What follows belongs to an exercise in optimizing a design on an open flow for a short achievable clock period and few clock cycles; a production flow would make more cautious choices.
Function was checked by simulation only, so behaviour that the tests miss may differ from the original.
Power is estimated from default activity; no workload was simulated.

===== flow/standard.sh =====
#!/bin/bash
# synth_recipe.tcl (not shown) runs the flow's synth.tcl, then flattens the netlist and writes it again
# the make line also repeats each setting of config.mk as NAME=value (left out here)
make -C /OpenROAD-flow-scripts/flow DESIGN_CONFIG=/design/flow/config.mk WORK_HOME=/design/flow/orfs CLKGATE_MAP_FILE= SYNTH_SCRIPT=/design/flow/synth_recipe.tcl "${@:-finish}"

===== flow/flow/run.sh =====
#!/bin/bash
# Layout flow: the standard ORFS layout (standard.sh: unchanged synthesis, floorplan,
# power grid, placement, CTS and routing), with ORFS's timing repair asked for a setup slack
# of 6 ns at the design's 8.5 ns clock, so that it shortens the paths as far as it can.
# constraint.sdc (the design's clock and I/O constraints) is used unchanged.
# make's output goes to standard_flow.log; each ORFS step logs to orfs/logs/.
set -euo pipefail
cat >> config.mk <<'EOT'
export SETUP_SLACK_MARGIN = 6.0
EOT
bash standard.sh finish > standard_flow.log 2>&1

===== flow/constraint.sdc =====
create_clock -name core_clock -period 8.5 [get_ports {clk}]
set_input_delay 1.7000 -clock core_clock [delete_from_list [all_inputs] [get_ports {clk}]]
set_output_delay 1.7000 -clock core_clock [all_outputs]
set_load 0.01 [all_outputs]

===== flow/design.v =====
`default_nettype none
package cache_geom_pkg;
	localparam int word_addr_bits = 30;   
	localparam int word_bits      = 32;
	localparam int num_sets       = 4;
	localparam int words_per_line = 4;
	localparam int off_bits       = $clog2(words_per_line);
	localparam int idx_bits       = $clog2(num_sets);
	localparam int tag_bits       = word_addr_bits - idx_bits - off_bits;
	localparam int line_addr_bits = word_addr_bits - off_bits;
	localparam int line_bits      = words_per_line * word_bits;
	typedef logic [word_addr_bits-1:0] word_addr_t;   
	typedef logic [line_addr_bits-1:0] line_addr_t;   
	typedef logic [word_bits-1:0]      word_t;
	typedef logic [line_bits-1:0]      line_t;        
	typedef logic [tag_bits-1:0]       tag_t;         
	typedef logic [idx_bits-1:0]       set_idx_t;     
	typedef logic [off_bits-1:0]       word_off_t;    
endpackage
`default_nettype wire
`default_nettype none
package cache_ctrl_pkg;
	localparam int num_ways = 2;
	typedef enum logic [1:0] {
		idle,          
		compare_tag,   
		write_back,    
		allocate       
	} cache_state_t;
	typedef logic [$clog2(num_ways)-1:0] way_sel_t;
endpackage
`default_nettype wire
`timescale 1ns/1ps
`default_nettype none
module dcache_top (
	input  logic                       clk,
	input  logic                       proc_reset,
	input  logic                       proc_read,
	input  logic                       proc_write,
	input  cache_geom_pkg::word_addr_t proc_addr,
	input  cache_geom_pkg::word_t      proc_wdata,
	output cache_geom_pkg::word_t      proc_rdata,
	output logic                       proc_stall,
	output logic                       mem_read,
	output logic                       mem_write,
	output cache_geom_pkg::line_addr_t mem_addr,
	output cache_geom_pkg::line_t      mem_wdata,
	input  cache_geom_pkg::line_t      mem_rdata,
	input  logic                       mem_ready
);
	localparam int NS = cache_geom_pkg::num_sets;
	localparam int NW = cache_geom_pkg::words_per_line;
	localparam int WB = cache_geom_pkg::word_bits;
	localparam int LB = cache_geom_pkg::line_bits;
	localparam int AB = cache_geom_pkg::line_addr_bits;
	logic [NS-1:0]                valid0_q, valid1_q;
	logic [NS-1:0]                dirty0_q, dirty1_q;
	cache_geom_pkg::tag_t         tag0_q  [NS];
	cache_geom_pkg::tag_t         tag1_q  [NS];
	cache_geom_pkg::line_t        line0_q [NS];
	cache_geom_pkg::line_t        line1_q [NS];
	logic [NS-1:0]                repl_q;   
	logic eval_q, wb_q, rd_q, resp_q;
	cache_geom_pkg::tag_t      tag_a_q;    
	cache_geom_pkg::set_idx_t  set_a_q;
	cache_geom_pkg::word_off_t off_a_q;
	cache_geom_pkg::word_t     wdata_a_q;
	logic                      write_a_q;
	logic                      way_a_q;    
	logic [NS-1:0]             line_sel0_q, line_sel1_q;   
	logic [NW-1:0]             word_sel_q;                 
	logic                       stall_q;
	logic                       mem_read_q;
	logic                       mem_write_q;
	cache_geom_pkg::line_addr_t mem_addr_q;
	cache_geom_pkg::line_t      mem_wdata_q;
	cache_geom_pkg::word_t      rdata_q;
	assign proc_stall = stall_q;
	assign proc_rdata = rdata_q;
	assign mem_read   = mem_read_q;
	assign mem_write  = mem_write_q;
	assign mem_addr   = mem_addr_q;
	assign mem_wdata  = mem_wdata_q;
	cache_geom_pkg::tag_t      addr_tag;
	cache_geom_pkg::set_idx_t  addr_set;
	cache_geom_pkg::word_off_t addr_off;
	assign {addr_tag, addr_set, addr_off} = proc_addr;
	logic [NS-1:0]    set_dec;   
	logic [NS*NW-1:0] sw_dec;    
	logic [NS-1:0]    match0, match1;   
	always_comb begin
		for (int s = 0; s < NS; s++) begin
			set_dec[s] = (addr_set == s);
			match0[s]  = valid0_q[s] && (tag0_q[s] == addr_tag);
			match1[s]  = valid1_q[s] && (tag1_q[s] == addr_tag);
		end
		for (int i = 0; i < NS*NW; i++) begin
			sw_dec[i] = ({addr_set, addr_off} == i);
		end
	end
	logic                  hit0, hit1, access, miss;
	logic                  victim, victim_dirty;
	cache_geom_pkg::tag_t  victim_tag;
	cache_geom_pkg::word_t hit_word;
	always_comb begin
		hit0         = 1'b0;
		hit1         = 1'b0;
		victim       = 1'b0;
		victim_dirty = 1'b0;
		victim_tag   = '0;
		hit_word     = '0;
		for (int s = 0; s < NS; s++) begin
			hit0         |= set_dec[s] & match0[s];
			hit1         |= set_dec[s] & match1[s];
			victim       |= set_dec[s] & repl_q[s];
			victim_dirty |= set_dec[s] & (repl_q[s] ? dirty1_q[s] : dirty0_q[s]);
			victim_tag   |= {cache_geom_pkg::tag_bits{set_dec[s]}}
			                & (repl_q[s] ? tag1_q[s] : tag0_q[s]);
			for (int o = 0; o < NW; o++) begin
				hit_word |= {WB{sw_dec[s*NW+o] & match0[s]}} & line0_q[s][o*WB +: WB];
				hit_word |= {WB{sw_dec[s*NW+o] & match1[s]}} & line1_q[s][o*WB +: WB];
			end
		end
	end
	logic [NS-1:0]         wb_sel0, wb_sel1;
	cache_geom_pkg::line_t wb_line;
	always_comb begin
		wb_line = '0;
		for (int s = 0; s < NS; s++) begin
			wb_sel0[s] = eval_q ? set_dec[s] & ~repl_q[s] : line_sel0_q[s];
			wb_sel1[s] = eval_q ? set_dec[s] &  repl_q[s] : line_sel1_q[s];
			wb_line |= ({LB{wb_sel0[s]}} & line0_q[s]) | ({LB{wb_sel1[s]}} & line1_q[s]);
		end
	end
	assign access = proc_read | proc_write;
	assign miss   = ~hit0 & ~hit1;
	logic start_hit, start_wb, start_rd, wb_done, rd_done;
	assign start_hit = eval_q & access & ~miss;
	assign start_wb  = eval_q & access & miss & victim_dirty;
	assign start_rd  = eval_q & access & miss & ~victim_dirty;
	assign wb_done   = wb_q & mem_ready;
	assign rd_done   = rd_q & mem_ready;
	always_ff @(posedge clk) begin
		if (proc_reset) begin
			eval_q <= 1'b1;
			wb_q   <= 1'b0;
			rd_q   <= 1'b0;
			resp_q <= 1'b0;
		end else begin
			eval_q <= (eval_q & ~access) | resp_q;
			wb_q   <= start_wb | (wb_q & ~mem_ready);
			rd_q   <= start_rd | wb_done | (rd_q & ~mem_ready);
			resp_q <= start_hit | rd_done;
		end
	end
	always_ff @(posedge clk) begin
		stall_q     <= proc_reset | ~(start_hit | rd_done);
		mem_write_q <= ~proc_reset & (start_wb | (wb_q & ~mem_ready));
		mem_read_q  <= ~proc_reset & (start_rd | wb_done | (rd_q & ~mem_ready));
		rdata_q     <= rd_q ? mem_rdata[off_a_q*WB +: WB] : hit_word;
		mem_addr_q  <= ({AB{eval_q}} & (victim_dirty ? {victim_tag, addr_set}
		                                              : {addr_tag, addr_set}))
		             | ({AB{wb_done}} & {tag_a_q, set_a_q})
		             | ({AB{~eval_q & ~wb_done}} & mem_addr_q);
		mem_wdata_q <= wb_line;
	end
	always_ff @(posedge clk) begin
		if (eval_q) begin
			tag_a_q   <= addr_tag;
			set_a_q   <= addr_set;
			off_a_q   <= addr_off;
			wdata_a_q <= proc_wdata;
			write_a_q <= proc_write;
			way_a_q   <= ~hit0 & (hit1 | victim);
			for (int s = 0; s < NS; s++) begin
				line_sel0_q[s] <= set_dec[s] & (match0[s] | ~(match1[s] | repl_q[s]));
				line_sel1_q[s] <= set_dec[s] & ~match0[s] & (match1[s] | repl_q[s]);
			end
			for (int o = 0; o < NW; o++) begin
				word_sel_q[o] <= (addr_off == o);
			end
		end
	end
	logic store_now;
	assign store_now = resp_q & write_a_q;
	always_ff @(posedge clk) begin
		if (proc_reset) begin
			valid0_q <= '0;
			valid1_q <= '0;
			dirty0_q <= '0;
			dirty1_q <= '0;
			repl_q   <= '0;
		end else begin
			if (rd_done) begin
				repl_q[set_a_q] <= ~way_a_q;
				if (way_a_q) begin
					valid1_q[set_a_q] <= 1'b1;
					dirty1_q[set_a_q] <= 1'b0;
				end else begin
					valid0_q[set_a_q] <= 1'b1;
					dirty0_q[set_a_q] <= 1'b0;
				end
			end
			if (wb_done) begin
				if (way_a_q) dirty1_q[set_a_q] <= 1'b0;
				else         dirty0_q[set_a_q] <= 1'b0;
			end
			if (store_now) begin
				if (way_a_q) dirty1_q[set_a_q] <= 1'b1;
				else         dirty0_q[set_a_q] <= 1'b1;
			end
		end
	end
	cache_geom_pkg::word_t fill_word [NW];
	always_comb begin
		for (int o = 0; o < NW; o++) begin
			fill_word[o] = rd_q ? mem_rdata[o*WB +: WB] : wdata_a_q;
		end
	end
	always_ff @(posedge clk) begin
		for (int s = 0; s < NS; s++) begin
			if (line_sel0_q[s] & rd_done) tag0_q[s] <= tag_a_q;
			if (line_sel1_q[s] & rd_done) tag1_q[s] <= tag_a_q;
			for (int o = 0; o < NW; o++) begin
				if (line_sel0_q[s] & (rd_done | (store_now & word_sel_q[o])))
					line0_q[s][o*WB +: WB] <= fill_word[o];
				if (line_sel1_q[s] & (rd_done | (store_now & word_sel_q[o])))
					line1_q[s][o*WB +: WB] <= fill_word[o];
			end
		end
	end
endmodule
`default_nettype wire

===== flow/config.mk =====
export PLATFORM = sky130hd
export DESIGN_NAME = dcache_top
export DESIGN_NICKNAME = dcache_top
export VERILOG_FILES = /design/flow/design.v
export SDC_FILE = /design/flow/constraint.sdc
export NUM_CORES = 4
export LEC_CHECK = 0
export ABC_CLOCK_PERIOD_IN_PS = 1000
export CAP_MARGIN = 20
export CORE_AREA = 3 3 337 337
export DIE_AREA = 0 0 340 340
export SLEW_MARGIN = 20
export SETUP_SLACK_MARGIN = 6.0

==> notes.md <==
## cells by family after synthesis
family | share of synthesized area
simple gates | 0.126
flops | 0.648
compound gates | 0.138
buf+inv | 0.0339
xor+xnor | 0.0278
mux | 0.0254
fa+ha+maj | 0.000744
## through the flow
stage	hold slack, ns	setup slack [ns]
after floorplan	0.406	4.99
after global placement	0.431	2.07
after detailed placement	0.428	2.10
after CTS	0.447	5.36
## layer usage
metal / GRT usage / GRT overflow
met1: 0.795 / 0
met2: 0.878 / 0
met3: 0.714 / 2
met4: 0.725 / 2
met5: 0.573 / 0
## worst min path at each step
stage	slack, ns	start	to
after global placement	0.43	mem_addr_q[0]	mem_addr_q[0]
after CTS	0.45	resp_q	eval_q
after detailed placement	0.43	resp_q	eval_q
after floorplan	0.41	resp_q	eval_q
## repair_timing
action | 4_1_cts
buffers inserted | 430
endpoints found under the setup margin | 2127
hold endpoints to repair | 0
resized for setup | 2205
pin swaps | 307
gates cloned | 168
## power by group through the flow
stage	logic (uW)	clock network (uW)	registers [uW]
floorplan	992	0	8920
global placement	1950	0	8950
detailed placement	1980	0	8950
CTS	2600	6900	8850
==> impl_summary.txt <==
----------------------------------------------------
[Outcome]
  Outcome ... stopped before the end
  Terminating stage of the flow ... global routing (5_1_grt)
  Halt Reason ... [ERROR GRT-0232] Routing congestion too high. Check the congestion heatmap in the GUI.

[Synthesis]
  Cell taking the most area after synthesis ... sky130_fd_sc_hd__edfxtp_1
  Primary FF master, synth ... sky130_fd_sc_hd__edfxtp_1
  Async set-or-reset flop fraction in the synthesized netlist ... 0
  Dominant cells by area after synthesis ... sky130_fd_sc_hd__edfxtp_1 58%, sky130_fd_sc_hd__a22oi_1 7.4%, sky130_fd_sc_hd__dfxtp_1 6.4%, sky130_fd_sc_hd__nand4_1 3.3%, sky130_fd_sc_hd__xnor2_1 2.2%
  Post-Synthesis Mean Instance Area ... 13.2 sq um
  Cells after Synth ... 5084
  Number of enable-type register cells in the synthesized netlist ... 1308
  Fraction of post-synthesis cell area in the top cell type by area ... 0.584
  Ranking of synthesized cells by instance count ... 1308 x sky130_fd_sc_hd__edfxtp_1, 663 x sky130_fd_sc_hd__a22oi_1, 389 x sky130_fd_sc_hd__nand2_1
  Post-synthesis cell type count ... 91
  Cell Area, Synth ... 0.0673 sq mm
  Post-synthesis register bit count ... 1523
  Warnings, synthesis ... 6
  Fraction of the yosys area taken by sequential cells ... 0.648
  Library cell with the highest instance count after synthesis ... sky130_fd_sc_hd__edfxtp_1
  Total nets after synthesis ... 5283

[Placement]
  DP Cell Count ... 6677
  Total placed instance area ... 0.0748 sq mm
  RD Place Congestion ... 1.02
  Count of input and output buffers ... 385
  Detailed placement HPWL ... 183000 um

[Floorplan]
  IO Pins ... 386
  Overall die width ... 340 um
  Number of placement rows ... 121
  Initial Utilization ... 0.613
  Floorplan die height ... 340 um

[Clock tree]
  Clock net sink count ... 1523
  TritonCTS Buffers ... 156
  Buffer type at the clock tree root ... sky130_fd_sc_hd__clkbuf_16
  Total of hold buffers inserted after clock tree synthesis ... 0
  CTS H-Tree Depth ... 4
  Max Buffers Root-to-Sink ... 3

[Global route]
  Remaining global-route overflow ... 4
  All-layer global routing usage ... 0.785
  Pin count of the biggest net entering global routing ... 69

----------------------------------------------------
Testbench counts, summed over its fixed seeds: cycles 20,160.
